This design comes from an exercise in tuning for a short achievable clock period and few clock cycles on the open sky130 flow, not from production work.
Only simulation tests tie the RTL to the original design; equivalence was not proved.
No run shown here takes its clock network from TritonCTS; it comes from the design's own scripts or RTL.
The flow treats the clock pin as an ideal source. Dropping or thinning the clock tree relies on that and would not hold on a real chip.
No activity file was given, so power comes from the tool's default toggle rates.

==> flow/design.v, too long to show whole: its modules and the start of the top module <==
// module move_entry: 221 lines
// module board_keeper: 1061 lines
// module score_board: 80 lines
// module game_top: 73 lines
module game_top #(
	parameter int hold_cycles        = 1,   
	parameter int error_phase_cycles = 2,   
	parameter int win_phase_cycles   = 4    
)
(
	input  logic             clock_builtin_50MHZ,
	input  logic             reset,
	input  logic             not_logic_0,
	input  logic             not_logic_1,
	input  logic             not_activity,
	output logic [7:0]       in_shift_reg,
	output game_pkg::digit_t move_count_tens,
	output game_pkg::digit_t move_count_ones,
	output game_pkg::digit_t win_count_tens,
	output game_pkg::digit_t win_count_ones,
	output game_pkg::coord_t last_x,
	output game_pkg::coord_t last_y
);
  // ...
==> flow/flow/run.sh <==
#!/bin/bash
set -euo pipefail
here=$(pwd)
extra="MATCH_CELL_FOOTPRINT=0 \"BUFFER_PORTS_ARGS=-buffer_cell sky130_fd_sc_hd__buf_4\" PRE_CTS_TCL=$here/flow/pre_cts.tcl"
sed -e "s|\"\${@:-finish}\"|$extra \"\${@:-finish}\"|" \
    -e "s|SETUP_SLACK_MARGIN=[0-9.]*|SETUP_SLACK_MARGIN=6|" standard.sh > standard_mod.sh
grep -q MATCH_CELL_FOOTPRINT=0 standard_mod.sh
grep -q SETUP_SLACK_MARGIN=6 standard_mod.sh
bash standard_mod.sh finish > flow_make.log 2>&1
==> flow/flow/clock_tree.tcl <==
# Two-level clock tree: clock port -> R root clock buffers -> K leaf clock
# buffers, each at the centre of a cluster of flip-flops -> flip-flop clock pins.
# Clusters: capacity-limited k-means (Manhattan distance).
proc ct_kmeans { xs ys k slack } {
  set n [llength $xs]
  set x0 [tcl::mathfunc::min {*}$xs]; set x1 [tcl::mathfunc::max {*}$xs]
  set y0 [tcl::mathfunc::min {*}$ys]; set y1 [tcl::mathfunc::max {*}$ys]
  set g [expr {int(ceil(sqrt($k)))}]
  set gy [expr {int(ceil(double($k) / $g))}]
  set cxs {}; set cys {}
  for {set j 0} {$j < $k} {incr j} {
    lappend cxs [expr {$x0 + ($x1 - $x0) * (($j % $g) + 0.5) / $g}]
    lappend cys [expr {$y0 + ($y1 - $y0) * (int($j / $g) + 0.5) / $gy}]
  }
  set cap [expr {int(ceil($slack * $n / $k))}]
  for {set iter 0} {$iter < 25} {incr iter} {
    set order {}
    for {set i 0} {$i < $n} {incr i} {
      set best 1e30
      for {set j 0} {$j < $k} {incr j} {
        set d [expr {abs([lindex $xs $i] - [lindex $cxs $j]) + abs([lindex $ys $i] - [lindex $cys $j])}]
        if {$d < $best} { set best $d }
      }
      lappend order [list $i $best]
    }
    set order [lsort -real -decreasing -index 1 $order]
    set count [lrepeat $k 0]
    set assign [lrepeat $n 0]
    foreach o $order {
      set i [lindex $o 0]
      set bestj -1; set best 1e30
      for {set j 0} {$j < $k} {incr j} {
        if {[lindex $count $j] >= $cap} { continue }
        set d [expr {abs([lindex $xs $i] - [lindex $cxs $j]) + abs([lindex $ys $i] - [lindex $cys $j])}]
        if {$d < $best} { set best $d; set bestj $j }
      }
      lset assign $i $bestj
      lset count $bestj [expr {[lindex $count $bestj] + 1}]
    }
    set sx [lrepeat $k 0.0]; set sy [lrepeat $k 0.0]
    for {set i 0} {$i < $n} {incr i} {
      set j [lindex $assign $i]
      lset sx $j [expr {[lindex $sx $j] + [lindex $xs $i]}]
      lset sy $j [expr {[lindex $sy $j] + [lindex $ys $i]}]
    }
    for {set j 0} {$j < $k} {incr j} {
      set c [lindex $count $j]
      if {$c > 0} {
        lset cxs $j [expr {[lindex $sx $j] / $c}]
        lset cys $j [expr {[lindex $sy $j] / $c}]
      }
    }
  }
  return [list $assign $cxs $cys $count]
}

proc build_clock_tree3 { clkport k r leafmaster rootmaster } {
  set db [ord::get_db]
  set block [ord::get_db_block]
  set clknet [[$block findBTerm $clkport] getNet]
  set lm [$db findMaster $leafmaster]
  set rm [$db findMaster $rootmaster]
  set sinks [$clknet getITerms]
  set n [llength $sinks]
  set xs {}; set ys {}
  foreach it $sinks {
    set bb [[$it getInst] getBBox]
    lappend xs [expr {([$bb xMin] + [$bb xMax]) / 2.0}]
    lappend ys [expr {([$bb yMin] + [$bb yMax]) / 2.0}]
  }
  lassign [ct_kmeans $xs $ys $k 1.1] assign cxs cys count
  lassign [ct_kmeans $cxs $cys $r 1.0] rassign rxs rys rcount
  set rootnets {}
  for {set j 0} {$j < $r} {incr j} {
    set rootnet [odb::dbNet_create $block clknet_root_$j]
    $rootnet setSigType CLOCK
    set root [odb::dbInst_create $block $rm clkbuf_root_$j]
    [$root findITerm A] connect $clknet
    [$root findITerm X] connect $rootnet
    $root setLocation [expr {int([lindex $rxs $j])}] [expr {int([lindex $rys $j])}]
    $root setPlacementStatus PLACED
    lappend rootnets $rootnet
  }
  set leaves {}
  for {set j 0} {$j < $k} {incr j} {
    set leaf [odb::dbInst_create $block $lm clkbuf_leaf_$j]
    set leafnet [odb::dbNet_create $block clknet_leaf_$j]
    $leafnet setSigType CLOCK
    [$leaf findITerm A] connect [lindex $rootnets [lindex $rassign $j]]
    [$leaf findITerm X] connect $leafnet
    $leaf setLocation [expr {int([lindex $cxs $j])}] [expr {int([lindex $cys $j])}]
    $leaf setPlacementStatus PLACED
    lappend leaves $leafnet
  }
  for {set i 0} {$i < $n} {incr i} {
    set it [lindex $sinks $i]
    $it disconnect
    $it connect [lindex $leaves [lindex $assign $i]]
  }
  puts "clock tree: $n sinks, $k leaves ($count), $r roots ($rcount)"
}
==> flow/flow/pre_cts.tcl <==
# Hook run by ORFS before its CTS step (PRE_CTS_TCL). It replaces the
# clock_tree_synthesis command with a two-level tree: the clock port drives up
# to 4 root clock buffers, each drives a few leaf clock buffers, and each leaf
# buffer drives the flip-flops of one cluster. The tree is balanced: every
# flip-flop is two clkbuf_16 stages from the port.
source [file join [file dirname [info script]] clock_tree.tcl]

rename clock_tree_synthesis orfs_clock_tree_synthesis
proc clock_tree_synthesis { args } {
  set clk [lindex [all_clocks] 0]
  set port [get_full_name [lindex [get_property $clk sources] 0]]
  set block [ord::get_db_block]
  set nsinks [llength [[[$block findBTerm $port] getNet] getITerms]]
  set k [expr {max(4, int(ceil($nsinks / 20.0)))}]
  build_clock_tree3 $port $k 4 sky130_fd_sc_hd__clkbuf_16 sky130_fd_sc_hd__clkbuf_16
  set_propagated_clock [all_clocks]
}
==> flow/standard.sh <==
#!/bin/bash
# synth_recipe.tcl (not shown) runs the flow's synth.tcl, then flattens the netlist and writes it again
# the make line also repeats each setting of config.mk as NAME=value (left out here)
make -C /OpenROAD-flow-scripts/flow DESIGN_CONFIG=/design/flow/config.mk WORK_HOME=/design/flow/orfs CLKGATE_MAP_FILE= SYNTH_SCRIPT=/design/flow/synth_recipe.tcl "${@:-finish}"
==> flow/config.mk <==
export PLATFORM = sky130hd
export DESIGN_NAME = game_top
export DESIGN_NICKNAME = game_top
export VERILOG_FILES = /design/flow/design.v
export SDC_FILE = /design/flow/constraint.sdc
export NUM_CORES = 4
export LEC_CHECK = 0
export ABC_CLOCK_PERIOD_IN_PS = 2000
export CAP_MARGIN = 20
export CORE_MARGIN = 2
export CORE_UTILIZATION = 25
export PLACE_DENSITY = 0.4
export SETUP_SLACK_MARGIN = 5
export SLEW_MARGIN = 20
export TNS_END_PERCENT = 100
==> flow/constraint.sdc <==
create_clock -name core_clock -period 8.0 [get_ports {clock_builtin_50MHZ}]
set_input_delay 1.6000 -clock core_clock [delete_from_list [all_inputs] [get_ports {clock_builtin_50MHZ}]]
set_output_delay 1.6000 -clock core_clock [all_outputs]
set_load 0.01 [all_outputs]
==> results.json, run 1 <==
{
  "worst_path_dominant_cell_family": "compound AO/OA/AOI/OAI gates",
  "grt_max_degree": 31,
  "drv_slew": 0,
  "synth-seq-area-share_pct": 40.9,
  "worst_pin_slew_ns": 1.27,
  "die_h_um": 254,
  "synth_mux_area_share_pct": 1.34,
  "synth-warning-count": 3,
  "status": "no timing/DRC/antenna violations",
  "synth.area.top_cells": "dfxtp_1 (41%), nand2_1 (7.8%), nor2_1 (5.7%)",
  "clk_latency_ns": 0.36,
  "synth_edf_count": 0,
  "rows": 91,
  "antenna_left": 0,
  "synth_nets": 2090,
  "arrival_ns": 2.85,
  "synth_compound_area_share_pct": 25.5,
  "drive_gt1_share_pct": 23.3,
  "clkPwrFrac_pct": 34.2,
  "avgRoutedWirePerCell_um": 29.2,
  "drc": 0,
  "p_seq_share_pct": 55.5,
  "reg.largest.list": "u_board.grid (100), u_board.win_at (100)",
  "path_depth": 6,
  "avgSynthCellArea_sq_um": 7.51,
  "holdPathEnd": "u_board.grid_ok2$_DFF_P_",
  "p_per_area_mw_per_mm2": 148,
  "place.gp.congestion": 0.920,
  "path_buf_inv": 2,
  "switchingPower_mw": 0.778,
  "slew_headroom_pct": 15.2,
  "grt-ovfl-total": 0,
  "io_buffer_count": 36,
  "holdPathStages": 1,
  "dr.max_layer_used": "met5"
}
Testbench counts, summed over its fixed seeds: cycles 65,736.
==> module move_entry, before the edit <==
module move_entry #(
	parameter int hold_cycles        = 1,   
	parameter int error_phase_cycles = 2,   
	parameter int win_phase_cycles   = 4    
)
(
	input  logic       clock_builtin_50MHZ,
	input  logic       reset,
	input  logic       not_logic_0,   
	input  logic       not_logic_1,   
	input  logic       not_activity,  
	output logic [7:0] in_shift_reg,  
	output logic [7:0] entry,         
	input  logic       valid_next,    
	input  logic       error_next,    
	input  logic       win_next,
	input  logic       place_next,
	output logic       go_place,      
	output logic       go_win,
	output logic       entry_changed  
);
	localparam int max_hold_err = (hold_cycles > error_phase_cycles) ?
		hold_cycles : error_phase_cycles;
	localparam int max_cycles = (max_hold_err > win_phase_cycles) ?
		max_hold_err : win_phase_cycles;
	localparam int cnt_w = $clog2(max_cycles + 1);
	logic st_collecting;   
	logic st_holding;      
	logic st_waiting;      
	logic st_error_blink;
	logic st_win_blink;
	logic [cnt_w-1:0] cnt;        
	logic [1:0]       phase;      
	logic [cnt_w-1:0] phase_len;  
	logic [7:0]       echo;       
	logic [7:0]       entry_next;
	logic [7:0]       entry_inv;  
	logic arm_error_c;
	logic arm_win_c;
	logic arm_place_c;
	logic arm_error_w;
	logic arm_win_w;
	logic arm_place_w;
	logic press_0;
	logic press_1;
	logic press_act;  
	logic shift_0;
	logic shift_1;
	logic go_error;
	logic judge;
	logic blinking;
	logic blink_done;
	logic blink_lit;
	assign entry = ~entry_inv;
	assign echo  = {entry[4], entry[5], entry[6], entry[7], entry[0], entry[1], entry[2], entry[3]};
	assign press_0   = !not_logic_0;
	assign press_1   = !not_logic_1;
	assign press_act = not_logic_0 && not_logic_1 && !not_activity;
	assign go_error = arm_error_w || (arm_error_c && press_act);
	assign go_win   = arm_win_w   || (arm_win_c   && press_act);
	assign go_place = arm_place_w || (arm_place_c && press_act);
	assign judge    = go_error || go_win || go_place;
	assign shift_0 = st_collecting && press_0;
	assign shift_1 = st_collecting && !press_0 && press_1;
	assign blinking   = st_error_blink || st_win_blink;
	assign blink_done = (cnt == '0) && (phase == 2'd3);
	assign blink_lit  = (cnt == '0) ? (!blink_done && phase[0]) : !phase[0];
	assign entry_changed = reset || blinking || shift_0 || shift_1 || judge;
	assign phase_len = st_win_blink ?
		cnt_w'(win_phase_cycles - 1) : cnt_w'(error_phase_cycles - 1);
	logic n_collecting;
	logic n_holding;
	logic n_waiting;
	logic n_error_blink;
	logic n_win_blink;
	always_comb
	begin
		n_collecting  = 1'b0;
		n_holding     = 1'b0;
		n_waiting     = 1'b0;
		n_error_blink = 1'b0;
		n_win_blink   = 1'b0;
		if (reset)
		begin
			n_collecting = 1'b1;
		end
		else if (go_error)
		begin
			n_error_blink = 1'b1;
		end
		else if (go_win)
		begin
			n_win_blink = 1'b1;
		end
		else if (go_place)
		begin
			n_collecting = 1'b1;
		end
		else if (st_collecting)
		begin
			if (shift_0 || shift_1)
			begin
				n_holding = 1'b1;
			end
			else if (press_act)
			begin
				n_waiting = 1'b1;  
			end
			else
			begin
				n_collecting = 1'b1;
			end
		end
		else if (st_holding)
		begin
			n_holding    = (cnt != '0);
			n_collecting = (cnt == '0);
		end
		else if (st_waiting)
		begin
			n_waiting = 1'b1;
		end
		else if (blinking)
		begin
			n_collecting  = blink_done;
			n_error_blink = st_error_blink && !blink_done;
			n_win_blink   = st_win_blink && !blink_done;
		end
		else
		begin
			n_collecting = 1'b1;
		end
	end
	always_ff @(posedge clock_builtin_50MHZ)
	begin
		st_collecting  <= n_collecting;
		st_holding     <= n_holding;
		st_waiting     <= n_waiting;
		st_error_blink <= n_error_blink;
		st_win_blink   <= n_win_blink;
		arm_error_c    <= n_collecting && valid_next && error_next;
		arm_win_c      <= n_collecting && valid_next && win_next;
		arm_place_c    <= n_collecting && valid_next && place_next;
		arm_error_w    <= n_waiting && valid_next && error_next;
		arm_win_w      <= n_waiting && valid_next && win_next;
		arm_place_w    <= n_waiting && valid_next && place_next;
	end
	always_comb
	begin
		if (reset)
		begin
			entry_next = '0;
		end
		else if (go_error)
		begin
			entry_next = 8'hff;  
		end
		else if (go_win || go_place)
		begin
			entry_next = echo;  
		end
		else if (shift_0 || shift_1)
		begin
			entry_next = {entry[6:0], shift_1};
		end
		else if (blinking)
		begin
			entry_next = {8{blink_lit}};
		end
		else
		begin
			entry_next = entry;
		end
	end
	always_ff @(posedge clock_builtin_50MHZ)
	begin
		in_shift_reg <= entry_next;
		entry_inv    <= ~entry_next;
	end
	always_ff @(posedge clock_builtin_50MHZ)
	begin
		if (reset)
		begin
			cnt   <= '0;
			phase <= '0;
		end
		else if (go_error)
		begin
			phase <= '0;
			cnt   <= cnt_w'(error_phase_cycles - 1);
		end
		else if (go_win || go_place)
		begin
			phase <= '0;
			cnt   <= cnt_w'(win_phase_cycles - 1);
		end
		else if (shift_0 || shift_1)
		begin
			cnt <= cnt_w'(hold_cycles);
		end
		else if (st_holding)
		begin
			if (cnt != '0)
			begin
				cnt <= cnt - cnt_w'(1);
			end
		end
		else if (blinking)
		begin
			if (cnt == '0)
			begin
				phase <= phase + 2'd1;
				cnt   <= phase_len;
			end
			else
			begin
				cnt <= cnt - cnt_w'(1);
			end
		end
	end
endmodule
==> module score_board, before the edit <==
module score_board
(
	input  logic             clock_builtin_50MHZ,
	input  logic             reset,
	input  logic [7:0]       entry,     
	input  logic             go_place,  
	input  logic             go_win,
	output game_pkg::digit_t move_count_tens,
	output game_pkg::digit_t move_count_ones,
	output game_pkg::digit_t win_count_tens,
	output game_pkg::digit_t win_count_ones,
	output game_pkg::coord_t last_x,
	output game_pkg::coord_t last_y
);
	localparam game_pkg::digit_t top_digit = 4'd9;
	function automatic logic [7:0] dec_inc(input game_pkg::digit_t tens,
	                                       input game_pkg::digit_t ones);
		logic [7:0] result;
		if (ones != top_digit)
		begin
			result = {tens, ones + 4'd1};
		end
		else if (tens != top_digit)
		begin
			result = {tens + 4'd1, 4'd0};  
		end
		else
		begin
			result = 8'h00;
		end
		dec_inc = result;
	endfunction
	logic [7:0] moves_inv;
	logic [7:0] wins_inv;
	logic [7:0] moves;
	logic [7:0] wins;
	logic [7:0] moves_next;
	logic [7:0] wins_next;
	assign moves = ~moves_inv;
	assign wins  = ~wins_inv;
	always_comb
	begin
		moves_next = moves;
		wins_next  = wins;
		if (reset)
		begin
			moves_next = '0;
			wins_next  = '0;
		end
		else if (go_win)
		begin
			moves_next = '0;  
			wins_next  = dec_inc(wins[7:4], wins[3:0]);
		end
		else if (go_place)
		begin
			moves_next = dec_inc(moves[7:4], moves[3:0]);
		end
	end
	always_ff @(posedge clock_builtin_50MHZ)
	begin
		{move_count_tens, move_count_ones} <= moves_next;
		{win_count_tens, win_count_ones}   <= wins_next;
		moves_inv <= ~moves_next;
		wins_inv  <= ~wins_next;
	end
	always_ff @(posedge clock_builtin_50MHZ)
	begin
		if (reset)
		begin
			last_x <= '0;
			last_y <= '0;
		end
		else if (go_place && !go_win)
		begin
			last_x <= {entry[0], entry[1], entry[2], entry[3]};
			last_y <= {entry[4], entry[5], entry[6], entry[7]};
		end
	end
endmodule
==> module game_top, before the edit <==
module game_top #(
	parameter int hold_cycles        = 1,   
	parameter int error_phase_cycles = 2,   
	parameter int win_phase_cycles   = 4    
)
(
	input  logic             clock_builtin_50MHZ,
	input  logic             reset,
	input  logic             not_logic_0,
	input  logic             not_logic_1,
	input  logic             not_activity,
	output logic [7:0]       in_shift_reg,
	output game_pkg::digit_t move_count_tens,
	output game_pkg::digit_t move_count_ones,
	output game_pkg::digit_t win_count_tens,
	output game_pkg::digit_t win_count_ones,
	output game_pkg::coord_t last_x,
	output game_pkg::coord_t last_y
);
	logic valid_next;
	logic error_next;
	logic win_next;
	logic place_next;
	logic go_place;
	logic go_win;
	logic entry_changed;
	logic [7:0] entry;  
	move_entry #(
		.hold_cycles        (hold_cycles),
		.error_phase_cycles (error_phase_cycles),
		.win_phase_cycles   (win_phase_cycles)
	) u_entry (
		.clock_builtin_50MHZ (clock_builtin_50MHZ),
		.reset               (reset),
		.not_logic_0         (not_logic_0),
		.not_logic_1         (not_logic_1),
		.not_activity        (not_activity),
		.in_shift_reg        (in_shift_reg),
		.entry               (entry),
		.valid_next    (valid_next),
		.error_next    (error_next),
		.win_next      (win_next),
		.place_next    (place_next),
		.go_place            (go_place),
		.go_win              (go_win),
		.entry_changed       (entry_changed)
	);
	board_keeper u_board (
		.clock_builtin_50MHZ (clock_builtin_50MHZ),
		.reset               (reset),
		.entry               (entry),
		.entry_changed       (entry_changed),
		.go_place            (go_place),
		.go_win              (go_win),
		.valid_next    (valid_next),
		.error_next    (error_next),
		.win_next      (win_next),
		.place_next    (place_next)
	);
	score_board u_score (
		.clock_builtin_50MHZ (clock_builtin_50MHZ),
		.reset               (reset),
		.entry               (entry),
		.go_place            (go_place),
		.go_win              (go_win),
		.move_count_tens     (move_count_tens),
		.move_count_ones     (move_count_ones),
		.win_count_tens      (win_count_tens),
		.win_count_ones      (win_count_ones),
		.last_x              (last_x),
		.last_y              (last_y)
	);
endmodule
==> run 2, diff against run 1 <==
--- a/flow/design.v
+++ b/flow/design.v
@@ -21,171 +21,133 @@
 (
 	input  logic       clock_builtin_50MHZ,
 	input  logic       reset,
 	input  logic       not_logic_0,   
 	input  logic       not_logic_1,   
 	input  logic       not_activity,  
 	output logic [7:0] in_shift_reg,  
 	output logic [7:0] entry,         
-	input  logic       valid_next,    
+	input  logic       steady,        
 	input  logic       error_next,    
 	input  logic       win_next,
 	input  logic       place_next,
 	output logic       go_place,      
 	output logic       go_win,
+	output logic       press_act,     
+	output logic       arm_win_c,     
+	output logic       arm_place_c,
+	output logic       arm_win_w,
+	output logic       arm_place_w,
 	output logic       entry_changed  
 );
 	localparam int max_hold_err = (hold_cycles > error_phase_cycles) ?
 		hold_cycles : error_phase_cycles;
 	localparam int max_cycles = (max_hold_err > win_phase_cycles) ?
 		max_hold_err : win_phase_cycles;
 	localparam int cnt_w = $clog2(max_cycles + 1);
 	logic st_collecting;   
 	logic st_holding;      
 	logic st_waiting;      
 	logic st_error_blink;
 	logic st_win_blink;
 	logic [cnt_w-1:0] cnt;        
 	logic [1:0]       phase;      
 	logic [cnt_w-1:0] phase_len;  
 	logic [7:0]       echo;       
-	logic [7:0]       entry_next;
 	logic [7:0]       entry_inv;  
 	logic arm_error_c;
-	logic arm_win_c;
-	logic arm_place_c;
 	logic arm_error_w;
-	logic arm_win_w;
-	logic arm_place_w;
-	logic press_0;
-	logic press_1;
-	logic press_act;  
-	logic shift_0;
-	logic shift_1;
+	logic arm_any_c;
+	logic arm_any_w;
+	logic press_bit;   
+	logic idle_in;     
 	logic go_error;
 	logic judge;
 	logic blinking;
+	logic cnt_zero;
 	logic blink_done;
 	logic blink_lit;
 	assign entry = ~entry_inv;
 	assign echo  = {entry[4], entry[5], entry[6], entry[7], entry[0], entry[1], entry[2], entry[3]};
-	assign press_0   = !not_logic_0;
-	assign press_1   = !not_logic_1;
+	assign press_bit = !(not_logic_0 && not_logic_1);
 	assign press_act = not_logic_0 && not_logic_1 && !not_activity;
+	assign idle_in   = not_logic_0 && not_logic_1 && not_activity;
+	assign arm_any_c = arm_error_c || arm_win_c || arm_place_c;
+	assign arm_any_w = arm_error_w || arm_win_w || arm_place_w;
 	assign go_error = arm_error_w || (arm_error_c && press_act);
 	assign go_win   = arm_win_w   || (arm_win_c   && press_act);
 	assign go_place = arm_place_w || (arm_place_c && press_act);
-	assign judge    = go_error || go_win || go_place;
-	assign shift_0 = st_collecting && press_0;
-	assign shift_1 = st_collecting && !press_0 && press_1;
+	assign judge    = arm_any_w   || (arm_any_c   && press_act);
 	assign blinking   = st_error_blink || st_win_blink;
-	assign blink_done = (cnt == '0) && (phase == 2'd3);
-	assign blink_lit  = (cnt == '0) ? (!blink_done && phase[0]) : !phase[0];
-	assign entry_changed = reset || blinking || shift_0 || shift_1 || judge;
+	assign cnt_zero   = (cnt == '0);
+	assign blink_done = cnt_zero && (phase == 2'd3);
+	assign blink_lit  = cnt_zero ? (!blink_done && phase[0]) : !phase[0];
+	assign entry_changed = reset || blinking || (st_collecting && press_bit) || judge;
 	assign phase_len = st_win_blink ?
 		cnt_w'(win_phase_cycles - 1) : cnt_w'(error_phase_cycles - 1);
 	logic n_collecting;
 	logic n_holding;
 	logic n_waiting;
 	logic n_error_blink;
 	logic n_win_blink;
-	always_comb
-	begin
-		n_collecting  = 1'b0;
-		n_holding     = 1'b0;
-		n_waiting     = 1'b0;
-		n_error_blink = 1'b0;
-		n_win_blink   = 1'b0;
-		if (reset)
-		begin
-			n_collecting = 1'b1;
-		end
-		else if (go_error)
-		begin
-			n_error_blink = 1'b1;
-		end
-		else if (go_win)
-		begin
-			n_win_blink = 1'b1;
-		end
-		else if (go_place)
-		begin
-			n_collecting = 1'b1;
-		end
-		else if (st_collecting)
-		begin
-			if (shift_0 || shift_1)
-			begin
-				n_holding = 1'b1;
-			end
-			else if (press_act)
-			begin
-				n_waiting = 1'b1;  
-			end
-			else
-			begin
-				n_collecting = 1'b1;
-			end
-		end
-		else if (st_holding)
-		begin
-			n_holding    = (cnt != '0);
-			n_collecting = (cnt == '0);
-		end
-		else if (st_waiting)
-		begin
-			n_waiting = 1'b1;
-		end
-		else if (blinking)
-		begin
-			n_collecting  = blink_done;
-			n_error_blink = st_error_blink && !blink_done;
-			n_win_blink   = st_win_blink && !blink_done;
-		end
-		else
-		begin
-			n_collecting = 1'b1;
-		end
-	end
+	logic stay_collecting;  
+	logic stay_waiting;     
+	assign n_collecting = reset || (arm_place_w || (st_holding && cnt_zero) || (blinking && blink_done)
+		|| (st_collecting && idle_in) || (arm_place_c && press_act));
+	assign n_holding = !reset && ((st_holding && !cnt_zero) || (st_collecting && press_bit));
+	assign n_waiting = !reset && ((st_waiting && !arm_any_w) || (st_collecting && press_act && !arm_any_c));
+	assign n_error_blink = !reset && (arm_error_w || (arm_error_c && press_act)
+		|| (st_error_blink && !blink_done));
+	assign n_win_blink = !reset && (arm_win_w || (arm_win_c && press_act)
+		|| (st_win_blink && !blink_done));
+	assign stay_collecting = !reset && ((st_collecting && idle_in) || (st_holding && cnt_zero));
+	assign stay_waiting    = n_waiting;
 	always_ff @(posedge clock_builtin_50MHZ)
 	begin
 		st_collecting  <= n_collecting;
 		st_holding     <= n_holding;
 		st_waiting     <= n_waiting;
 		st_error_blink <= n_error_blink;
 		st_win_blink   <= n_win_blink;
-		arm_error_c    <= n_collecting && valid_next && error_next;
-		arm_win_c      <= n_collecting && valid_next && win_next;
-		arm_place_c    <= n_collecting && valid_next && place_next;
-		arm_error_w    <= n_waiting && valid_next && error_next;
-		arm_win_w      <= n_waiting && valid_next && win_next;
-		arm_place_w    <= n_waiting && valid_next && place_next;
+		arm_error_c    <= stay_collecting && steady && error_next;
+		arm_win_c      <= stay_collecting && steady && win_next;
+		arm_place_c    <= stay_collecting && steady && place_next;
+		arm_error_w    <= stay_waiting && steady && error_next;
+		arm_win_w      <= stay_waiting && steady && win_next;
+		arm_place_w    <= stay_waiting && steady && place_next;
 	end
+	logic [7:0] verdict_c;  
+	logic [7:0] verdict_w;  
+	logic [7:0] other;      
+	logic [7:0] entry_next;
+	assign verdict_c = arm_error_c ? 8'hff : (arm_any_c ? echo : entry);
+	assign verdict_w = arm_error_w ? 8'hff : (arm_any_w ? echo : entry);
+	assign other     = blinking ? {8{blink_lit}} : (st_waiting ? verdict_w : entry);
 	always_comb
 	begin
 		if (reset)
 		begin
 			entry_next = '0;
 		end
-		else if (go_error)
+		else if (!st_collecting)
 		begin
-			entry_next = 8'hff;  
+			entry_next = other;
 		end
-		else if (go_win || go_place)
+		else if (!not_logic_0)
 		begin
-			entry_next = echo;  
+			entry_next = {entry[6:0], 1'b0};
 		end
-		else if (shift_0 || shift_1)
+		else if (!not_logic_1)
 		begin
-			entry_next = {entry[6:0], shift_1};
+			entry_next = {entry[6:0], 1'b1};
 		end
-		else if (blinking)
+		else if (!not_activity)
 		begin
-			entry_next = {8{blink_lit}};
+			entry_next = verdict_c;
 		end
 		else
 		begin
 			entry_next = entry;
 		end
 	end
 	always_ff @(posedge clock_builtin_50MHZ)
 	begin
@@ -204,30 +166,30 @@
 			phase <= '0;
 			cnt   <= cnt_w'(error_phase_cycles - 1);
 		end
 		else if (go_win || go_place)
 		begin
 			phase <= '0;
 			cnt   <= cnt_w'(win_phase_cycles - 1);
 		end
-		else if (shift_0 || shift_1)
+		else if (st_collecting && press_bit)
 		begin
 			cnt <= cnt_w'(hold_cycles);
 		end
 		else if (st_holding)
 		begin
-			if (cnt != '0)
+			if (!cnt_zero)
 			begin
 				cnt <= cnt - cnt_w'(1);
 			end
 		end
 		else if (blinking)
 		begin
-			if (cnt == '0)
+			if (cnt_zero)
 			begin
 				phase <= phase + 2'd1;
 				cnt   <= phase_len;
 			end
 			else
 			begin
 				cnt <= cnt - cnt_w'(1);
 			end
@@ -240,17 +202,17 @@
 module board_keeper
 (
 	input  logic       clock_builtin_50MHZ,
 	input  logic       reset,
 	input  logic [7:0] entry,          
 	input  logic       entry_changed,  
 	input  logic       go_place,       
 	input  logic       go_win,
-	output logic       valid_next,     
+	output logic       steady,         
 	output logic       error_next,     
 	output logic       win_next,
 	output logic       place_next
 );
 	localparam int n = game_pkg::board_size;
 	localparam int rl = game_pkg::run_length;
 	localparam int cells = n * n;
 	logic [cells-1:0] grid;       
@@ -1264,17 +1226,17 @@
 	logic grid_ok2;
 	assign grid_changed = reset || pend_place || pend_win;
 	always_ff @(posedge clock_builtin_50MHZ)
 	begin
 		entry_ok1 <= !entry_changed;
 		grid_ok1  <= !grid_changed;
 		grid_ok2  <= !grid_changed && grid_ok1;
 	end
-	assign valid_next = !entry_changed && entry_ok1 && !grid_changed && grid_ok2;
+	assign steady = entry_ok1 && grid_ok2 && !pend_place && !pend_win;
 	always_ff @(posedge clock_builtin_50MHZ)
 	begin
 		if (reset)
 		begin
 			pend_place <= 1'b0;
 			pend_win   <= 1'b0;
 		end
 		else
@@ -1301,18 +1263,21 @@
 `default_nettype wire
 `timescale 1ns/10ps
 `default_nettype none
 module score_board
 (
 	input  logic             clock_builtin_50MHZ,
 	input  logic             reset,
 	input  logic [7:0]       entry,     
-	input  logic             go_place,  
-	input  logic             go_win,
+	input  logic             press_act,    
+	input  logic             arm_win_c,    
+	input  logic             arm_place_c,  
+	input  logic             arm_win_w,    
+	input  logic             arm_place_w,
 	output game_pkg::digit_t move_count_tens,
 	output game_pkg::digit_t move_count_ones,
 	output game_pkg::digit_t win_count_tens,
 	output game_pkg::digit_t win_count_ones,
 	output game_pkg::coord_t last_x,
 	output game_pkg::coord_t last_y
 );
 	localparam game_pkg::digit_t top_digit = 4'd9;
@@ -1336,53 +1301,82 @@
 	logic [7:0] moves_inv;
 	logic [7:0] wins_inv;
 	logic [7:0] moves;
 	logic [7:0] wins;
 	logic [7:0] moves_next;
 	logic [7:0] wins_next;
 	assign moves = ~moves_inv;
 	assign wins  = ~wins_inv;
+	logic [7:0] moves_inc;
+	logic [7:0] wins_inc;
+	logic [7:0] moves_0;  
+	logic [7:0] wins_0;
+	logic [7:0] moves_1;  
+	logic [7:0] wins_1;
+	logic [3:0] entry_x;
+	logic [3:0] entry_y;
+	logic [3:0] last_x_0;
+	logic [3:0] last_y_0;
+	logic [3:0] last_x_1;
+	logic [3:0] last_y_1;
+	assign moves_inc = dec_inc(moves[7:4], moves[3:0]);
+	assign wins_inc  = dec_inc(wins[7:4], wins[3:0]);
+	assign entry_x   = {entry[0], entry[1], entry[2], entry[3]};
+	assign entry_y   = {entry[4], entry[5], entry[6], entry[7]};
+	assign moves_0 = arm_win_w ? 8'h00 : (arm_place_w ? moves_inc : moves);
+	assign wins_0  = arm_win_w ? wins_inc : wins;
+	assign moves_1 = (arm_win_w || arm_win_c) ? 8'h00 :
+		((arm_place_w || arm_place_c) ? moves_inc : moves);
+	assign wins_1  = (arm_win_w || arm_win_c) ? wins_inc : wins;
+	assign last_x_0 = arm_place_w ? entry_x : last_x;
+	assign last_y_0 = arm_place_w ? entry_y : last_y;
+	assign last_x_1 = (arm_place_w || arm_place_c) ? entry_x : last_x;
+	assign last_y_1 = (arm_place_w || arm_place_c) ? entry_y : last_y;
 	always_comb
 	begin
-		moves_next = moves;
-		wins_next  = wins;
 		if (reset)
 		begin
 			moves_next = '0;
 			wins_next  = '0;
 		end
-		else if (go_win)
+		else if (press_act)
 		begin
-			moves_next = '0;  
-			wins_next  = dec_inc(wins[7:4], wins[3:0]);
+			moves_next = moves_1;
+			wins_next  = wins_1;
 		end
-		else if (go_place)
+		else
 		begin
-			moves_next = dec_inc(moves[7:4], moves[3:0]);
+			moves_next = moves_0;
+			wins_next  = wins_0;
 		end
 	end
 	always_ff @(posedge clock_builtin_50MHZ)
 	begin
 		{move_count_tens, move_count_ones} <= moves_next;
 		{win_count_tens, win_count_ones}   <= wins_next;
 		moves_inv <= ~moves_next;
 		wins_inv  <= ~wins_next;
 	end
 	always_ff @(posedge clock_builtin_50MHZ)
 	begin
 		if (reset)
 		begin
 			last_x <= '0;
 			last_y <= '0;
 		end
-		else if (go_place && !go_win)
+		else if (press_act)
+		begin
+			last_x <= last_x_1;
+			last_y <= last_y_1;
+		end
+		else
 		begin
-			last_x <= {entry[0], entry[1], entry[2], entry[3]};
-			last_y <= {entry[4], entry[5], entry[6], entry[7]};
+			last_x <= last_x_0;
+			last_y <= last_y_0;
 		end
 	end
 endmodule
 `default_nettype wire
 `timescale 1ns/10ps
 `default_nettype none
 module game_top #(
 	parameter int hold_cycles        = 1,   
@@ -1398,62 +1392,75 @@
 	output logic [7:0]       in_shift_reg,
 	output game_pkg::digit_t move_count_tens,
 	output game_pkg::digit_t move_count_ones,
 	output game_pkg::digit_t win_count_tens,
 	output game_pkg::digit_t win_count_ones,
 	output game_pkg::coord_t last_x,
 	output game_pkg::coord_t last_y
 );
-	logic valid_next;
+	logic steady;
 	logic error_next;
 	logic win_next;
 	logic place_next;
 	logic go_place;
 	logic go_win;
+	logic press_act;    
+	logic arm_win_c;    
+	logic arm_place_c;
+	logic arm_win_w;
+	logic arm_place_w;
 	logic entry_changed;
 	logic [7:0] entry;  
 	move_entry #(
 		.hold_cycles        (hold_cycles),
 		.error_phase_cycles (error_phase_cycles),
 		.win_phase_cycles   (win_phase_cycles)
 	) u_entry (
 		.clock_builtin_50MHZ (clock_builtin_50MHZ),
 		.reset               (reset),
 		.not_logic_0         (not_logic_0),
 		.not_logic_1         (not_logic_1),
 		.not_activity        (not_activity),
 		.in_shift_reg        (in_shift_reg),
 		.entry               (entry),
-		.valid_next    (valid_next),
+		.steady        (steady),
 		.error_next    (error_next),
 		.win_next      (win_next),
 		.place_next    (place_next),
 		.go_place            (go_place),
 		.go_win              (go_win),
+		.press_act           (press_act),
+		.arm_win_c           (arm_win_c),
+		.arm_place_c         (arm_place_c),
+		.arm_win_w           (arm_win_w),
+		.arm_place_w         (arm_place_w),
 		.entry_changed       (entry_changed)
 	);
 	board_keeper u_board (
 		.clock_builtin_50MHZ (clock_builtin_50MHZ),
 		.reset               (reset),
 		.entry               (entry),
 		.entry_changed       (entry_changed),
 		.go_place            (go_place),
 		.go_win              (go_win),
-		.valid_next    (valid_next),
+		.steady        (steady),
 		.error_next    (error_next),
 		.win_next      (win_next),
 		.place_next    (place_next)
 	);
 	score_board u_score (
 		.clock_builtin_50MHZ (clock_builtin_50MHZ),
 		.reset               (reset),
 		.entry               (entry),
-		.go_place            (go_place),
-		.go_win              (go_win),
+		.press_act           (press_act),
+		.arm_win_c           (arm_win_c),
+		.arm_place_c         (arm_place_c),
+		.arm_win_w           (arm_win_w),
+		.arm_place_w         (arm_place_w),
 		.move_count_tens     (move_count_tens),
 		.move_count_ones     (move_count_ones),
 		.win_count_tens      (win_count_tens),
 		.win_count_ones      (win_count_ones),
 		.last_x              (last_x),
 		.last_y              (last_y)
 	);
 endmodule
==> run 2 against run 1 <==
Compared with the run above:
- still clean on timing, DRC and antenna
- first-iteration DRC count shrank 1.7%
- total power grew 0.25%
- final cell count is essentially flat
- critical path depth shrank 1
- core utilization shrank 1.1 points
- largest power group unchanged
==> results.json, run 2 <==
{
  "status": "no timing/DRC/antenna violations",
  "design.core.area_sq_mm": 0.0641,
  "antenna_left": 0,
  "sw_frac_of_total_pct": 26.4,
  "drtIter0Drc": 2383,
  "grt-ovfl-total": 0,
  "n_fill_cell": 6778,
  "synth-seq-area-share_pct": 39.5,
  "start_util_pct": 25.2,
  "required_ns": 8.21,
  "synthCells": 2127,
  "worstSetupEndpointType": "register",
  "drc": 0,
  "synth_top_area_cell": "dfxtp_1",
  "num_vias": 17552,
  "synth_top_area_share_pct": 39.5,
  "wirelength_um": 84800,
  "clkPwrFrac_pct": 33.3,
  "switchingPower_mw": 0.783,
  "hold_viol": 0,
  "synth-warning-count": 3,
  "synth_nets": 2143,
  "avgViaCountPerCell": 5.99,
  "die_h_um": 258,
  "grt_use_total_pct": 24.4,
  "combPwrFrac_pct": 11.0,
  "p_seq_share_pct": 55.7,
  "wl_met1_um": 35500,
  "pin_count": 37,
  "rsz0062_at_grt": "yes",
  "avgRoutedWirePerCell_um": 29.0,
  "fin_crit_sh_pct": 30.8,
  "synthFlopType": "dfxtp_1",
  "hp-class": "reg2reg",
  "critPathKind": "in2reg",
  "io_buffer_count": 36,
  "grt_pass1_wl_um": 123000,
  "holdWs_ns": 0.431,
  "synth.area.top_cells": "dfxtp_1 (39%), nand2_1 (6.6%), nand3_1 (5.9%)",
  "synth_area_sq_mm": 0.0161,
  "clock_skew_ns": 0.0213,
  "synth_common_cells": "dfxtp_1 (318), nand2_1 (283), nor2_1 (236)",
  "areaGrowthSynthToFinish_pct": 25.0,
  "place.gp.congestion": 0.880,
  "dp_hpwl_um": 48700,
  "power.leakage_nw": 7.41,
  "dr.pass1.iters": 7,
  "p_int_mw": 2.19,
  "async_reset_ff_share_pct": 0,
  "final_common_cell": "nand2_1",
  "grt_max_degree": 38,
  "synth_edf_count": 0,
  "grt_antenna_before_repair": 2,
  "vdd_drop_max_uv": 101,
  "hold_buffers": 0,
  "avgSynthCellArea_sq_um": 7.59,
  "reg2regPathDepth": 4,
  "arrival_ns": 2.68,
  "cp-start-kind": "primary input",
  "setup_viol": 0,
  "wl_met2_um": 37200,
  "die_w_um": 258,
  "dieArea_sq_mm": 0.0666,
  "wl_met3_um": 7100,
  "dr.max_layer_used": "met5",
  "clk_pin_slew_ns": 0.09,
  "nets": 2090,
  "drive_gt1_share_pct": 21.7,
  "yosysMostFrequentCell": "dfxtp_1",
  "drv_slew": 0,
  "clk_latency_ns": 0.34,
  "rows": 93,
  "r2r_slack_ns": 5.79,
  "holdPathStages": 1,
  "mostFrequentLayoutCells": "nand2_1 (282), dfxtp_1 (277), nand3_1 (186)",
  "max_freq_mhz": 405,
  "slew_headroom_pct": 21.2,
  "worst_pin_slew_ns": 1.18,
  "synth-seq-cells": 318,
  "p_per_area_mw_per_mm2": 147,
  "reg.largest.list": "u_board.grid (100), u_board.win_at (100)",
  "max_cap_viol_count": 0,
  "synth_cell_types": 76,
  "grt_pass1_vias": 17171,
  "critPathMaxFanout": 7,
  "post-route-min-period_ns": 2.47,
  "tns_ns": 0
}
==> run 2: cell count changes in the layout (fill, tap and decap cells not counted), moves of 9 or more <==
cell,delta
a22o_1,+9
a22oi_1,+22
a32oi_1,-18
buf_4,-23
buf_6,-20
nand2_1,-27
nand3_1,+33
o211ai_1,+18
o21ai_0,-18
==> run 2: cell families after synthesis <==
kind of cell             Yosys count  share of synthesized area, %
AND/OR/NAND/NOR                  884                          25.2
adder cells (fa/ha/maj)           11                         0.853
buffers and inverters            274                          7.15
XOR/XNOR                           3                         0.163
AO/OA/AOI/OAI                    615                          25.7
multiplexers                      22                          1.43
flip-flops                       318                          39.5
==> run 2: area by class of cell <==
cell class	instances	area, sq um	share of cell area [%]
Inverter	18	96.3	0.478
Sequential cell	318	6420	31.9
Antenna cell	1	2.50	0.0124
Buffer	20	500	2.48
Timing Repair Buffer	178	2090	10.4
Multi-Input combinational cell	1538	9990	49.5
Tap cell	855	1070	5.30
==> run 2: per-layer routing <==
| layer | vias to the layer above | track usage [%] |
|---|---|---|
| met4 | 2 | 12.5 |
| met1 | 8608 | 32.5 |
| met2 | 1100 | 38.3 |
| li1 | 7577 | - |
| met5 | - | 0 |
| met3 | 265 | 3.56 |
==> run 2: final timing paths <==
check | start | endpoint
hold / removal | u_board.grid_ok1$_DFF_P_ | u_board.grid_ok2$_DFF_P_
setup / recovery | not_activity | u_score.wins_inv[7]$_DFF_P_
setup reg to reg | u_entry.arm_win_w$_DFF_P_ | u_entry.entry_inv[6]$_DFF_P_
hold reg to reg | u_board.grid_ok1$_DFF_P_ | u_board.grid_ok2$_DFF_P_
==> run 2: through the flow <==
| stage | setup WS (ns) | std cells | utilization [%] | instance area (sq um) | power (mW) |
|---|---|---|---|---|---|
| 5_1_grt | 5.51 | 2927 | 31.5 | 20200 | 3.07 |
| 3_5_place_dp | 4.57 | 2806 | 26.5 | 17000 | 1.88 |
| 4_1_cts | 5.55 | 2909 | 30.0 | 19200 | 2.95 |
| 6_report | 5.53 | 2928 | 31.5 | 20200 | 2.97 |
| 2_1_floorplan | 5.31 | 2127 | - | 16500 | 1.80 |
| 3_3_place_gp | 4.61 | 2806 | 26.5 | 17000 | 1.88 |
==> run 2: power by group through the flow <==
stage	logic, mW	registers, mW	clock network [mW]
finish	0.327	1.66	0.987
global route	0.338	1.66	1.07
CTS	0.282	1.65	1.02
detailed placement	0.186	1.69	0
global placement	0.186	1.69	0
floorplan	0.149	1.65	0
==> run 2: critical path, cell delays in order <==
cell and delay (ns):
buf_12 0.11, and4b_4 0.37, o21ai_4 0.09, or3_4 0.40, o311a_1 0.11
==> run 2: timing repair <==
action / CTS / global route
setup buffers: 62 / 16
pin swaps: 48 / 35
cloned: 21 / 2
gates resized for setup: 228 / 190
endpoints found under the setup margin: 232 / 225
Testbench counts of run 2, summed over its fixed seeds: cycles 65,736.
==> run 3, diff against run 2 <==
--- a/flow/flow/pre_cts.tcl
+++ b/flow/flow/pre_cts.tcl
@@ -11,7 +11,7 @@
   set port [get_full_name [lindex [get_property $clk sources] 0]]
   set block [ord::get_db_block]
   set nsinks [llength [[[$block findBTerm $port] getNet] getITerms]]
-  set k [expr {max(4, int(ceil($nsinks / 20.0)))}]
+  set k [expr {max(4, int(ceil($nsinks / 15.0)))}]
   build_clock_tree3 $port $k 4 sky130_fd_sc_hd__clkbuf_16 sky130_fd_sc_hd__clkbuf_16
   set_propagated_clock [all_clocks]
 }
==> run 3 against run 2 <==
Compared with the run above:
- worst hold slack got worse by 0.0039 ns
- total power rose by 5.8%
- core utilization rose by 0.17 points
- critical endpoint unchanged
- highest routed layer unchanged
==> results.json, run 3 <==
{
  "dp.cells": 2806,
  "setup_viol": 0,
  "worstSetupEndpointType": "register",
  "synthCells": 2127,
  "path_buf_inv": 1,
  "nets": 2093,
  "critical_path.slowest_cell": "or3_4",
  "vdd_drop_max_uv": 122,
  "grt_pass1_wl_um": 123000,
  "place.gp.congestion": 0.880,
  "synth-seq-cells": 318,
  "io_buffer_count": 36,
  "antenna_left": 0,
  "yosysMostFrequentCell": "dfxtp_1",
  "areaGrowthSynthToFinish_pct": 25.7,
  "grt_use_total_pct": 24.5,
  "synth-seq-area-share_pct": 39.5,
  "rsz0062_at_grt": "yes",
  "die_w_um": 258,
  "n_fill_cell": 6773,
  "crit_chain": "buf_12 -> and4b_4 -> o21ai_4 -> or3_4 -> o311a_1",
  "grt_antenna_before_repair": 3,
  "dr.pass1.iters": 6,
  "design.core.area_sq_mm": 0.0641,
  "clk_latency_ns": 0.35,
  "synth_cell_types": 76,
  "fin_cells": 2931,
  "critPathMaxFanout": 7,
  "synth_edf_count": 0,
  "dp_hpwl_um": 48700,
  "critPathKind": "in2reg",
  "p_per_area_mw_per_mm2": 155,
  "rows": 93,
  "fin_crit_sh_pct": 30.6,
  "grt_max_degree": 38,
  "hp-class": "reg2reg",
  "synth_top_area_share_pct": 39.5,
  "avgRoutedWirePerCell_um": 29.3,
  "synth.area.top_cells": "dfxtp_1 (39%), nand2_1 (6.6%), nand3_1 (5.9%)",
  "arrival_ns": 2.68,
  "tns_ns": 0,
  "synth_top_area_cell": "dfxtp_1",
  "post-route-min-period_ns": 2.45,
  "dieArea_sq_mm": 0.0666,
  "drc": 0,
  "num_vias": 17451,
  "grt-ovfl-total": 0,
  "worst_path_dominant_cell_family": "simple AND/OR/NAND/NOR gates",
  "avgViaCountPerCell": 5.95,
  "mostFrequentLayoutCells": "nand2_1 (282), dfxtp_1 (275), nand3_1 (185)",
  "synth_area_sq_mm": 0.0161,
  "start_util_pct": 25.2,
  "synthFlopType": "dfxtp_1",
  "synth_common_cells": "dfxtp_1 (318), nand2_1 (283), nor2_1 (236)",
  "cp-start-kind": "primary input",
  "final_common_cell": "nand2_1",
  "required_ns": 8.23,
  "avgSynthCellArea_sq_um": 7.59,
  "async_reset_ff_share_pct": 0,
  "pin_count": 37,
  "max_freq_mhz": 408,
  "grt_pass1_vias": 17131,
  "drv_slew": 0,
  "synth-warning-count": 3,
  "drive_gt1_share_pct": 22.0,
  "slew_headroom_pct": 19.9,
  "status": "no timing/DRC/antenna violations",
  "clock_skew_ns": 0.0329,
  "power.leakage_nw": 7.47,
  "fin_util_pct": 31.6,
  "hold_viol": 0,
  "clk_pin_slew_ns": 0.07,
  "die_h_um": 258,
  "hold_buffers": 0,
  "max_cap_viol_count": 0,
  "reg.largest.list": "u_board.grid (100), u_board.win_at (100)",
  "wirelength_um": 85800,
  "max_stage_delay_ns": 0.40,
  "synth_nets": 2143,
  "worst_pin_slew_ns": 1.20,
  "drtIter0Drc": 2310
}
[run 3: worst paths after layout]
check / start / end / slack (ns) / cells after the start
min: u_board.grid_ok1$_DFF_P_ / u_board.grid_ok2$_DFF_P_ / 0.43 / 1
max: not_activity / u_score.wins_inv[7]$_DFF_P_ / 5.55 / 5
min reg2reg: u_board.grid_ok1$_DFF_P_ / u_board.grid_ok2$_DFF_P_ / 0.43 / 1
max reg2reg: u_entry.arm_win_w$_DFF_P_ / u_entry.entry_inv[2]$_DFF_P_ / 5.77 / 4
[run 3: power by group]
part / internal (mW) / switching, mW / total (mW)
clock network: 0.578 / 0.583 / 1.16
registers: 1.61 / 0.0505 / 1.66
logic: 0.128 / 0.197 / 0.325
[run 3: layout make-up]
cell class / instances / area (sq um) / area share (%)
tap: 855 / 1070 / 5.27
buffer: 26 / 651 / 3.21
timing repair buffer: 175 / 2060 / 10.2
multi-input combinational: 1538 / 9970 / 49.2
antenna: 1 / 2.50 / 0.0123
sequential: 318 / 6430 / 31.7
inverter: 18 / 100 / 0.493
[run 3: routing by layer]
layer	wire, um	vias to the layer above	track usage [%]
met5	23	-	0
met1	35200	8556	32.2
met4	5110	4	12.7
li1	-	7586	-
met3	7650	256	4.06
met2	37800	1049	38.7
[run 3: cells by family after synthesis]
family / share of synthesized area [%]
AOI/OAI and AO/OA: 25.7
xor gates and xnor gates: 0.163
adders and majority gates: 0.853
buffers and inverters: 7.15
DFF: 39.5
muxes: 1.43
and+or+nand+nor: 25.2
[run 3: repair_timing]
item,4_1_cts,5_1_grt
cloned,20,4
resized for setup,219,198
endpoints found under the setup margin,233,225
pin swaps,50,32
setup buffers,54,20
[run 3: metrics by stage]
step | setup slack (ns) | hold slack [ns] | power (mW) | area [sq um]
finish | 5.55 | 0.428 | 3.14 | 20300
detailed placement | 4.57 | 0.410 | 1.88 | 17000
global placement | 4.61 | 0.411 | 1.88 | 17000
CTS | 5.56 | 0.428 | 3.12 | 19300
floorplan | 5.31 | 0.406 | 1.80 | 16500
global route | 5.53 | 0.453 | 3.24 | 20300
==> run 4, diff against run 3 <==
--- a/flow/config.mk
+++ b/flow/config.mk
@@ -8,8 +8,8 @@
 export ABC_CLOCK_PERIOD_IN_PS = 2000
 export CAP_MARGIN = 20
 export CORE_MARGIN = 2
-export CORE_UTILIZATION = 25
-export PLACE_DENSITY = 0.4
+export CORE_UTILIZATION = 35
+export PLACE_DENSITY = 0.5
 export SETUP_SLACK_MARGIN = 5
 export SLEW_MARGIN = 20
 export TNS_END_PERCENT = 100
==> run 4 against run 3 <==
Compared with the run above:
- fmax down 0.65%
- largest cell class unchanged
- still clean on timing, DRC and antenna
- final area decreased by 2.7%
- critical path type unchanged
- critical endpoint unchanged
- combinational power fell by 6.5%
==> results.json, run 4 <==
{
  "status": "no timing/DRC/antenna violations",
  "clk_latency_ns": 0.36,
  "post-route-min-period_ns": 2.47,
  "rows": 78,
  "start_util_pct": 35.5,
  "mostFrequentLayoutCells": "nand2_1 (283), dfxtp_1 (278), nand3_1 (186)",
  "nets": 2080,
  "synth-seq-area-share_pct": 39.5,
  "crit_chain": "buf_12 -> and4b_4 -> o21ai_4 -> or3_4 -> o311a_1",
  "synth_top_area_cell": "dfxtp_1",
  "critPathKind": "in2reg",
  "antenna_left": 0,
  "sw_frac_of_total_pct": 25.6,
  "hold_buffers": 0,
  "drtIter0Drc": 2969,
  "rsz0062_at_grt": "yes",
  "cp-start-kind": "primary input",
  "avgViaCountPerCell": 6.64,
  "path_buf_inv": 1,
  "synthFlopType": "dfxtp_1",
  "synthCells": 2127,
  "drv_slew": 0,
  "r2r-end": "u_entry.in_shift_reg[7]$_DFF_P_",
  "synth_area_sq_mm": 0.0161,
  "dp_hpwl_um": 44200,
  "holdPathStages": 1,
  "drc": 0,
  "r2r_slack_ns": 5.69,
  "num_vias": 17672,
  "worstSetupEndpointType": "register",
  "vdd_drop_max_uv": 132,
  "reg.largest.list": "u_board.grid (100), u_board.win_at (100)",
  "clock_skew_ns": 0.0610,
  "synth_common_cells": "dfxtp_1 (318), nand2_1 (283), nor2_1 (236)",
  "avgRoutedWirePerCell_um": 29.5,
  "dr.pass1.iters": 9,
  "die_w_um": 219,
  "path_depth": 5,
  "required_ns": 8.21,
  "async_reset_ff_share_pct": 0,
  "setup_slack_ns": 5.53,
  "power.leakage_nw": 7.37,
  "critical_path.slowest_cell": "and4b_4",
  "dp.cells": 2544,
  "grt-ovfl-total": 0,
  "max_freq_mhz": 405,
  "fin_crit_sh_pct": 30.8,
  "max_cap_viol_count": 0,
  "tns_ns": 0,
  "pin_count": 37,
  "regToRegStartpoint": "u_entry.cnt[0]$_SDFFE_PP0P_",
  "combPwrFrac_pct": 9.8,
  "p_seq_share_pct": 53.4,
  "place.gp.congestion": 0.900,
  "synth.area.top_cells": "dfxtp_1 (39%), nand2_1 (6.6%), nand3_1 (5.9%)",
  "setup_viol": 0,
  "p_int_mw": 2.31,
  "worst_path_dominant_cell_family": "simple AND/OR/NAND/NOR gates",
  "synth_top_area_share_pct": 39.5,
  "synth_nets": 2143,
  "n_fill_cell": 4557,
  "grt_antenna_before_repair": 2,
  "synth-warning-count": 3,
  "synth_cell_types": 76,
  "grt_max_degree": 43,
  "grt_pass1_wl_um": 113000,
  "synth-seq-cells": 318,
  "final_common_cell": "nand2_1",
  "synth_edf_count": 0,
  "hp-class": "reg2reg",
  "grt_pass1_vias": 16483,
  "yosysMostFrequentCell": "dfxtp_1",
  "areaGrowthSynthToFinish_pct": 22.3,
  "io_buffer_count": 36,
  "die_h_um": 219,
  "dieArea_sq_mm": 0.0478,
  "place_ws_ns": 4.41,
  "p_total_mw": 3.10,
  "avgSynthCellArea_sq_um": 7.59,
  "worst_pin_slew_ns": 1.20,
  "max_stage_delay_ns": 0.39,
  "crit_path_start": "not_activity",
  "critPathMaxFanout": 7,
  "reg2regPathDepth": 7,
  "arrival_ns": 2.67,
  "hold_viol": 0,
  "grt_use_total_pct": 31.5,
  "slew_headroom_pct": 19.9,
  "switchingPower_mw": 0.796,
  "p_per_area_mw_per_mm2": 157,
  "wirelength_um": 78400,
  "clk_pin_slew_ns": 0.07,
  "clkPwrFrac_pct": 36.8,
  "drive_gt1_share_pct": 20.9,
  "fin_cells": 2663,
  "cp-endpoint": "u_score.wins_inv[7]$_DFF_P_",
  "design.core.area_sq_mm": 0.0455
}
## run 4: cell counts after synthesis
No cell type changed its count.
## run 4: final cells by class
cell class,count,area (sq um),area share [%]
diodes,1,2.50,0.0127
inverters,18,80.1,0.406
well taps,600,751,3.80
flip-flops and latches,318,6430,32.6
multi-input cells,1538,9860,49.9
repair buffers,162,1970,9.97
plain buffers,26,651,3.30
## run 4: per-layer routing
metal | global-route usage, % | routed length, um | vias up | share of wire, %
li1 | - | - | 7561 | -
met1 | 42.9 | 31100 | 8538 | 40
met2 | 45.8 | 33300 | 1288 | 43
met3 | 6.51 | 8940 | 285 | 11
met4 | 18.8 | 5080 | 0 | 6.5
met5 | 0 | 0 | - | 0
## run 4: per-stage QoR
step / util [%] / hold slack [ns] / area, sq um
final: 43.4 / 0.445 / 19700
after global routing: 43.4 / 0.456 / 19700
after CTS: 41.1 / 0.443 / 18700
after detailed placement: 36.5 / 0.416 / 16600
after global placement: 36.5 / 0.428 / 16600
after floorplan: - / 0.406 / 16500
## run 4: power groups by stage
stage / Sequential (mW) / Clock [mW] / Combinational (mW)
finish: 1.66 / 1.14 / 0.304
global route: 1.66 / 1.22 / 0.313
CTS: 1.65 / 1.16 / 0.260
detailed placement: 1.69 / 0 / 0.180
global placement: 1.69 / 0 / 0.179
floorplan: 1.65 / 0 / 0.149
## run 4: how the worst min path moves through the flow
| stage | from | to | slack, ns |
|---|---|---|---|
| 3_5_place_dp | u_board.grid_ok1$_DFF_P_ | u_board.grid_ok2$_DFF_P_ | 0.42 |
| 4_1_cts | u_board.grid_ok1$_DFF_P_ | u_board.grid_ok2$_DFF_P_ | 0.44 |
| 3_3_place_gp | u_board.grid_ok1$_DFF_P_ | u_board.grid_ok2$_DFF_P_ | 0.43 |
| 5_1_grt | u_board.grid_ok1$_DFF_P_ | u_board.grid_ok2$_DFF_P_ | 0.46 |
| 2_1_floorplan | u_board.grid_ok1$_DFF_P_ | u_board.grid_ok2$_DFF_P_ | 0.41 |
| 6_report | u_board.grid_ok1$_DFF_P_ | u_board.grid_ok2$_DFF_P_ | 0.44 |
## run 4: cells by family after synthesis
| logic type | after synthesis | share of synthesized area (%) |
|---|---|---|
| simple gates | 884 | 25.2 |
| compound gates | 615 | 25.7 |
| flops | 318 | 39.5 |
| buf+inv | 274 | 7.15 |
| mux | 22 | 1.43 |
| fa+ha+maj | 11 | 0.853 |
| xor+xnor | 3 | 0.163 |
## run 4: repair_timing
item	in CTS	in global routing
resized for setup	214	195
gates cloned	20	1
pin swaps	38	32
setup buffers	43	27
endpoints found under the setup margin	231	223
## run 4: worst register-to-register path: stages (launching register included)
cell       delay (ns)
dfxtp_1          0.30
inv_1            0.11
ha_1             0.23
nor2b_1          0.33
nor2_1           0.25
o41ai_4          0.67
buf_4            0.25
a2111oi_4        0.05
==> run 5, diff against run 4 <==
--- a/flow/design.v
+++ b/flow/design.v
@@ -119,40 +119,44 @@
 	logic [7:0] verdict_w;  
 	logic [7:0] other;      
 	logic [7:0] entry_next;
+	logic [7:0] entry_inv_next;
+	logic [7:0] if_idle;    
+	logic [7:0] if_act;
+	logic [7:0] if_one;
+	logic [7:0] if_zero;
 	assign verdict_c = arm_error_c ? 8'hff : (arm_any_c ? echo : entry);
 	assign verdict_w = arm_error_w ? 8'hff : (arm_any_w ? echo : entry);
 	assign other     = blinking ? {8{blink_lit}} : (st_waiting ? verdict_w : entry);
-	always_comb
-	begin
-		if (reset)
-		begin
-			entry_next = '0;
-		end
-		else if (!st_collecting)
-		begin
-			entry_next = other;
-		end
-		else if (!not_logic_0)
-		begin
-			entry_next = {entry[6:0], 1'b0};
-		end
-		else if (!not_logic_1)
-		begin
-			entry_next = {entry[6:0], 1'b1};
-		end
-		else if (!not_activity)
-		begin
-			entry_next = verdict_c;
-		end
-		else
-		begin
-			entry_next = entry;
-		end
-	end
+	assign if_idle   = st_collecting ? entry : other;
+	assign if_act    = st_collecting ? verdict_c : other;
+	assign if_one    = st_collecting ? {entry[6:0], 1'b1} : other;
+	assign if_zero   = st_collecting ? {entry[6:0], 1'b0} : other;
+	button_mux #(.width(8), .reset_value(8'h00)) u_entry_mux (
+		.reset        (reset),
+		.not_logic_0  (not_logic_0),
+		.not_logic_1  (not_logic_1),
+		.not_activity (not_activity),
+		.if_idle      (if_idle),
+		.if_act       (if_act),
+		.if_one       (if_one),
+		.if_zero      (if_zero),
+		.y            (entry_next)
+	);
+	button_mux #(.width(8), .reset_value(8'hff)) u_entry_inv_mux (
+		.reset        (reset),
+		.not_logic_0  (not_logic_0),
+		.not_logic_1  (not_logic_1),
+		.not_activity (not_activity),
+		.if_idle      (~if_idle),
+		.if_act       (~if_act),
+		.if_one       (~if_one),
+		.if_zero      (~if_zero),
+		.y            (entry_inv_next)
+	);
 	always_ff @(posedge clock_builtin_50MHZ)
 	begin
 		in_shift_reg <= entry_next;
-		entry_inv    <= ~entry_next;
+		entry_inv    <= entry_inv_next;
 	end
 	always_ff @(posedge clock_builtin_50MHZ)
 	begin
@@ -197,6 +201,26 @@
 	end
 endmodule
 `default_nettype wire
+`default_nettype none
+module button_mux #(
+	parameter int              width       = 8,
+	parameter logic [width-1:0] reset_value = '0
+)
+(
+	input  logic             reset,
+	input  logic             not_logic_0,
+	input  logic             not_logic_1,
+	input  logic             not_activity,
+	input  logic [width-1:0] if_idle,
+	input  logic [width-1:0] if_act,
+	input  logic [width-1:0] if_one,
+	input  logic [width-1:0] if_zero,
+	output logic [width-1:0] y
+);
+	assign y = reset ? reset_value :
+		(!not_logic_0 ? if_zero : (!not_logic_1 ? if_one : (!not_activity ? if_act : if_idle)));
+endmodule
+`default_nettype wire
 `timescale 1ns/10ps
 `default_nettype none
 module board_keeper
@@ -1331,51 +1355,50 @@
 	assign last_y_0 = arm_place_w ? entry_y : last_y;
 	assign last_x_1 = (arm_place_w || arm_place_c) ? entry_x : last_x;
 	assign last_y_1 = (arm_place_w || arm_place_c) ? entry_y : last_y;
-	always_comb
-	begin
-		if (reset)
-		begin
-			moves_next = '0;
-			wins_next  = '0;
-		end
-		else if (press_act)
-		begin
-			moves_next = moves_1;
-			wins_next  = wins_1;
-		end
-		else
-		begin
-			moves_next = moves_0;
-			wins_next  = wins_0;
-		end
-	end
+	logic [3:0] last_x_next;
+	logic [3:0] last_y_next;
+	logic [7:0] moves_inv_next;
+	logic [7:0] wins_inv_next;
+	press_mux #(.width(24), .reset_value(24'h0)) u_port_mux (
+		.reset     (reset),
+		.press     (press_act),
+		.if_press  ({moves_1, wins_1, last_x_1, last_y_1}),
+		.if_none   ({moves_0, wins_0, last_x_0, last_y_0}),
+		.y         ({moves_next, wins_next, last_x_next, last_y_next})
+	);
+	press_mux #(.width(16), .reset_value(16'hffff)) u_inv_mux (
+		.reset     (reset),
+		.press     (press_act),
+		.if_press  (~{moves_1, wins_1}),
+		.if_none   (~{moves_0, wins_0}),
+		.y         ({moves_inv_next, wins_inv_next})
+	);
 	always_ff @(posedge clock_builtin_50MHZ)
 	begin
 		{move_count_tens, move_count_ones} <= moves_next;
 		{win_count_tens, win_count_ones}   <= wins_next;
-		moves_inv <= ~moves_next;
-		wins_inv  <= ~wins_next;
-	end
-	always_ff @(posedge clock_builtin_50MHZ)
-	begin
-		if (reset)
-		begin
-			last_x <= '0;
-			last_y <= '0;
-		end
-		else if (press_act)
-		begin
-			last_x <= last_x_1;
-			last_y <= last_y_1;
-		end
-		else
-		begin
-			last_x <= last_x_0;
-			last_y <= last_y_0;
-		end
+		moves_inv <= moves_inv_next;
+		wins_inv  <= wins_inv_next;
+		last_x    <= last_x_next;
+		last_y    <= last_y_next;
 	end
 endmodule
 `default_nettype wire
+`default_nettype none
+module press_mux #(
+	parameter int               width       = 8,
+	parameter logic [width-1:0] reset_value = '0
+)
+(
+	input  logic             reset,
+	input  logic             press,
+	input  logic [width-1:0] if_press,
+	input  logic [width-1:0] if_none,
+	output logic [width-1:0] y
+);
+	assign y = reset ? reset_value : (press ? if_press : if_none);
+endmodule
+`default_nettype wire
 `timescale 1ns/10ps
 `default_nettype none
 module game_top #(
--- a/flow/config.mk
+++ b/flow/config.mk
@@ -8,8 +8,10 @@
 export ABC_CLOCK_PERIOD_IN_PS = 2000
 export CAP_MARGIN = 20
 export CORE_MARGIN = 2
-export CORE_UTILIZATION = 35
-export PLACE_DENSITY = 0.5
+export CORE_UTILIZATION = 25
+export PLACE_DENSITY = 0.4
 export SETUP_SLACK_MARGIN = 5
 export SLEW_MARGIN = 20
+export SYNTH_HIERARCHICAL = 1
+export SYNTH_MINIMUM_KEEP_SIZE = 0
 export TNS_END_PERCENT = 100
==> run 5 against run 4 <==
Compared with the run above:
- synthesized cell count rose by 13%
- flip-flop and latch count did not move
- worst setup slack improved by 0.022 ns
- final area rose by 12%
- fmax rose by 0.89%
- first-iteration DRC count fell by 8.0%
- area after synthesis rose by 13%
- critical path type unchanged
==> results.json, run 5 <==
{
  "nets": 2353,
  "worst_pin_slew_ns": 1.21,
  "grt_pass1_wl_um": 133000,
  "clock_skew_ns": 0.0318,
  "setup_slack_ns": 5.55,
  "r2r-end": "u_entry.in_shift_reg[3]$_DFF_P_",
  "num_antenna_cells": 0,
  "crit_chain": "buf_16 -> nand2_8 -> nor2_4 -> buf_12 -> buf_12 -> a21o_1 -> or4_1",
  "clk_pin_slew_ns": 0.08,
  "design_area_sq_mm": 0.0221,
  "place.gp.congestion": 0.894,
  "crit_top_cell": "buf_12",
  "r2r_slack_ns": 5.82,
  "p_per_area_mw_per_mm2": 149,
  "synth-seq-cells": 318,
  "critical_path.slowest_cell": "or4_1",
  "critPathKind": "in2reg",
  "synth_top_area_cell": "dfxtp_1",
  "synth_edf_count": 0,
  "hold_buffers": 0,
  "regToRegStartpoint": "u_entry.cnt[1]$_SDFFE_PP0P_",
  "grt_pass1_vias": 18729,
  "die_w_um": 274,
  "vdd_drop_max_uv": 107,
  "synth.area.top_cells": "dfxtp_1 (35%), nand2_1 (6.2%), nor2_1 (5.7%)",
  "synth-seq-area-share_pct": 34.8,
  "holdPathStages": 1,
  "synthFlopType": "dfxtp_1",
  "async_reset_ff_share_pct": 0,
  "grt_antenna_before_repair": 2,
  "tns_ns": 0,
  "critPathMaxFanout": 3,
  "dieArea_sq_mm": 0.0753,
  "yosysMostFrequentCell": "dfxtp_1",
  "max_stage_delay_ns": 0.41,
  "reg.largest.list": "u_board.grid (100), u_board.win_at (100)",
  "areaGrowthSynthToFinish_pct": 21.0,
  "reg2regPathDepth": 8,
  "hp-class": "reg2reg",
  "drc": 0,
  "required_ns": 8.21,
  "synthCells": 2399,
  "die_h_um": 274,
  "status": "no timing/DRC/antenna violations",
  "avgViaCountPerCell": 5.93,
  "n_fill_cell": 7707,
  "design.core.area_sq_mm": 0.0727,
  "drtIter0Drc": 2732,
  "hold_viol": 0,
  "final_common_cell": "nand2_1",
  "antenna_left": 0,
  "synth_nets": 2413,
  "io_buffer_count": 36,
  "synth_common_cells": "dfxtp_1 (318), nand2_1 (301), nor2_1 (277)",
  "dp_hpwl_um": 52600,
  "drv_slew": 0,
  "holdPathEnd": "u_board.grid_ok2$_DFF_P_",
  "num_vias": 19552,
  "clk_latency_ns": 0.36,
  "power.leakage_nw": 8.24,
  "grt_max_degree": 43,
  "rows": 99,
  "placedInstanceArea_sq_mm": 0.0189,
  "fin_crit_sh_pct": 30.6,
  "worstSetupEndpointType": "register",
  "start_util_pct": 25.1,
  "cp-start-kind": "primary input",
  "synth_area_sq_mm": 0.0183,
  "crit_path_start": "not_logic_0",
  "slew_headroom_pct": 18.9,
  "synth_top_area_share_pct": 34.8
}
-- run 5: cell families after synthesis --
| family | share of synthesized area, % |
|---|---|
| buffers and inverters | 7.39 |
| multiplexers | 4.83 |
| flip-flops | 34.8 |
| AND/OR/NAND/NOR | 25.8 |
| AO/OA/AOI/OAI | 26.2 |
| adder cells (fa/ha/maj) | 0.616 |
| XOR/XNOR | 0.288 |
-- run 5: routing by layer --
layer  GRT usage, %  routed length [um]  vias to the layer above
li1               -                   -                     8547
met1           31.1               38100                     9694
met2           37.8               42200                     1098
met3           4.01                8660                      211
met4           7.64                2960                        2
met5              0                  14                        -
-- run 5: repair_timing --
item	CTS	global route
endpoints found under the setup margin	236	210
setup buffers	52	21
gates resized for setup	236	140
cloned	25	3
pin swaps	32	28
-- run 5: layout make-up --
class	instances	area [sq um]	area share, %
repair buffers	180	2320	10.5
inverters	27	118	0.532
multi-input cells	1786	11400	51.5
plain buffers	26	651	2.94
flip-flops and latches	318	6440	29.1
well taps	959	1200	5.43
-- run 5: stage by stage --
stage	hold WS [ns]	instances
floorplan	0.406	2399
global placement	0.415	3169
detailed placement	0.415	3169
CTS	0.442	3272
global route	0.454	3296
finish	0.449	3296
-- run 5: how the worst max path moves through the flow --
stage	end	cells after the start
2_1_floorplan	u_score.move_count_tens[1]$_DFF_P_	6
3_3_place_gp	u_board.grid[26]$_SDFFE_PP0P_	4
3_5_place_dp	u_board.grid[5]$_SDFFE_PP0P_	4
4_1_cts	last_y[0]	1
5_1_grt	u_entry.st_collecting$_DFF_P_	7
6_report	u_entry.st_collecting$_DFF_P_	7
-- run 5: per-module statistics from Yosys (local to each module, per instance), excerpt --
module        flip-flops and latches  times used  cells inside  cell area [sq um]
board_keeper                     246           1          1751              12800
score_board                       40           1           247               2250
-- run 5: where the power goes --
| group | switching (mW) | internal [mW] |
|---|---|---|
| Sequential | 0.0523 | 1.61 |
| Combinational | 0.251 | 0.203 |
| Clock | 0.592 | 0.579 |
-- run 5: worst max-delay path, delay by kind of cell --
family | cells | cell delay [ns]
buffers and inverters | 3 | 0.36
AOI/OAI and AO/OA | 1 | 0.18
and+or+nand+nor | 3 | 0.52
Testbench counts of run 5, summed over its fixed seeds: cycles 65,736.

Setup slack of run 5, layout unchanged: 5.554 ns with ideal ports, 5.450 ns with driving cells assumed (clock clkbuf_16, inputs buf_2), 5.111 ns with port delays also shifted by the 0.468 ns mid clock arrival.
